What follows belongs to an exercise in optimizing a design on an open flow for small area, a short achievable clock period and few clock cycles per item; a production flow would make more cautious choices. RTL that was checked went through simulation tests only; none was proved equivalent to the original.

// ray_box_slab_test
module ray_box_slab_test (
	input  logic                                 clk,
	input  logic                                 arst_n,
	input  logic                                 cfg_we,
	input  logic [rbst_pkg::IDX_W-1:0]           cfg_index,
	input  logic [rbst_pkg::COORD_W-1:0]         cfg_wdata,
	input  logic                                 s_tvalid,
	output logic                                 s_tready,
	input  logic [8*rbst_pkg::IN_BYTES-1:0]      s_tdata,
	output logic                                 m_tvalid,
	input  logic                                 m_tready,
	output logic [8*rbst_pkg::OUT_BYTES-1:0]     m_tdata
);
clock: 8.0 ns
lec_check: 0
cap_margin: 20
core_margin: 2
core_utilization: 40
place_density: 0.7
setup_slack_margin: 4.5
slew_margin: 20
tns_end_percent: 0
run.sh (not shown) runs the stock make flow with config.mk's settings and CLKGATE_MAP_FILE= SYNTH_SCRIPT=/design/flow/synth_recipe.tcl, a recipe that flattens the netlist after the stock synthesis.
The starting point completed without violations.
Testbench counts at the start, summed over its fixed seeds: cycles 8,176, items 8,000.
Next try:
PLACE_DENSITY = 0.75   (was 0.7)
Synthesized cell count does not change.
Via count is higher by about 1.4%.
Design area is higher by 0.53%.
Clock-buffer cell count is higher by 4.

========
Another version of the RTL of ray_box_slab_test (not shown whole).
Size: about 45,000 cells after synthesis, about 9,700 flip-flops, about 470,000 um2 of cells after synthesis.
==> flow/config.mk <==
export PLATFORM = sky130hd
export DESIGN_NAME = ray_box_slab_test
export DESIGN_NICKNAME = ray_box_slab_test
export VERILOG_FILES = /design/flow/design.v
export SDC_FILE = /design/flow/constraint.sdc
export NUM_CORES = 8
export LEC_CHECK = 0
export CAP_MARGIN = 20
export CORE_MARGIN = 2
export CORE_UTILIZATION = 40
export PLACE_DENSITY = 0.8
export SETUP_SLACK_MARGIN = 4.5
export SLEW_MARGIN = 20
export TNS_END_PERCENT = 0
==> flow/constraint.sdc <==
create_clock -name core_clock -period 8.0 [get_ports {clk}]
set_input_delay 1.6000 -clock core_clock [delete_from_list [all_inputs] [get_ports {clk}]]
set_output_delay 1.6000 -clock core_clock [all_outputs]
set_load 0.01 [all_outputs]
==> next run, changes <==
Settings changed: PLACE_DENSITY 0.8 to 0.7.
Non-clock buffer count came out lower by 48; wire length is about the same; sequential cell count does not change.
No run of this note included a check of the RTL's function; only the layout flow was run.

========
Setup of the baseline:
Another version of the RTL of ray_box_slab_test (not shown whole).
Size in the first run: ~45000 cells after synthesis, roughly 9900 flip-flops, roughly 240 I/O pins, roughly 470000 um2 of cells after synthesis.
clock: 8.0 ns
lec_check: 0
cap_margin: 20
core_margin: 2
core_utilization: 40
place_density: 0.7
setup_slack_margin: 4.5
slew_margin: 20
tns_end_percent: 0
## Diff of input files: the candidate against the baseline
# the baseline
export LEC_CHECK = 0
export CAP_MARGIN = 20
export CORE_MARGIN = 2
export CORE_UTILIZATION = 40
export PLACE_DENSITY = 0.7
export SETUP_SLACK_MARGIN = 4.5
export SLEW_MARGIN = 20
export TNS_END_PERCENT = 0
create_clock -name core_clock -period 8.0 [get_ports {clk}]
# the candidate
export LEC_CHECK = 0
export CAP_MARGIN = 20
export CORE_MARGIN = 2
export CORE_UTILIZATION = 40
export PLACE_DENSITY = 0.75
export SETUP_SLACK_MARGIN = 4.5
export SLEW_MARGIN = 20
export TNS_END_PERCENT = 0
create_clock -name core_clock -period 8.0 [get_ports {clk}]
Notes after the runs:
Compared with the baseline, the candidate shows a lower post-route fraction of the period consumed by the critical path.
[the candidate] number of setup buffers added after CTS rose 39% relative to the baseline
The candidate finished every stage and its layout cleared the timing, DRC and antenna checks.
Clock latency at the later pin of the worst-skew pair: the baseline vs the candidate, no meaningful difference
In the metrics for the candidate and the baseline, the one carrying the higher global routing met1 resource utilization is the baseline.
| count of non-CTS buffers in the layout | the candidate vs the baseline | 27 higher |
Compare the candidate and the baseline | global placer's final weighted congestion lower: the baseline
Sort the candidate and the baseline by post-route clock skew, ascending, and the baseline comes first.
Cmp the candidate and the baseline / wire length / higher: the baseline
Compared the candidate against the baseline; signed area change from the synthesized netlist to the final layout within noise.
No functional check of the RTL was part of any run of this note.

[afterwards: timing with drivers on the ports]
No port has a modelled driver above. Below, the same layouts with a new extraction and two added sets of constraints.
Step 1 (the two cells are an assumption about what drives the block):
set clk [get_ports {clk}]
set_driving_cell -lib_cell sky130_fd_sc_hd__clkbuf_16 $clk
set_driving_cell -lib_cell sky130_fd_sc_hd__buf_2 [delete_from_list [all_inputs] $clk]
Step 2, shift: input delay + t, output delay - t, t = (earliest + latest rising clock arrival at the registers) / 2. This alone moves slack from input paths to output paths.
Slacks: ideal ports / drivers / drivers and shift; pairs: ideal ports / drivers.
run	shift t [ns]	setup WS [ns]	hold WS [ns]	latest minus earliest clock arrival (ns)
the first run of note 1	1.263	4.256 / 4.305 / 3.125	0.281 / 0.281 / 0.281	0.124 / 0.124
the second run of note 1	1.257	4.287 / 4.284 / 3.176	0.252 / 0.252 / 0.252	0.114 / 0.115
the first run of note 2	1.272	3.987 / 3.987 / 2.868	0.215 / 0.215 / 0.215	0.154 / 0.154
the second run of note 2	1.357	3.975 / 3.975 / 2.808	0.241 / 0.241 / 0.241	0.133 / 0.133
the baseline	1.260	4.035 / 4.035 / 3.020	0.281 / 0.281 / 0.281	0.114 / 0.114
the candidate	1.247	4.080 / 4.080 / 3.076	0.232 / 0.232 / 0.232	0.139 / 0.138
After both steps every run listed still meets setup and hold. The setup slack of the second run of note 2, which loses most, moves by 0.000 ns with the drivers and by -1.167 ns with both steps.
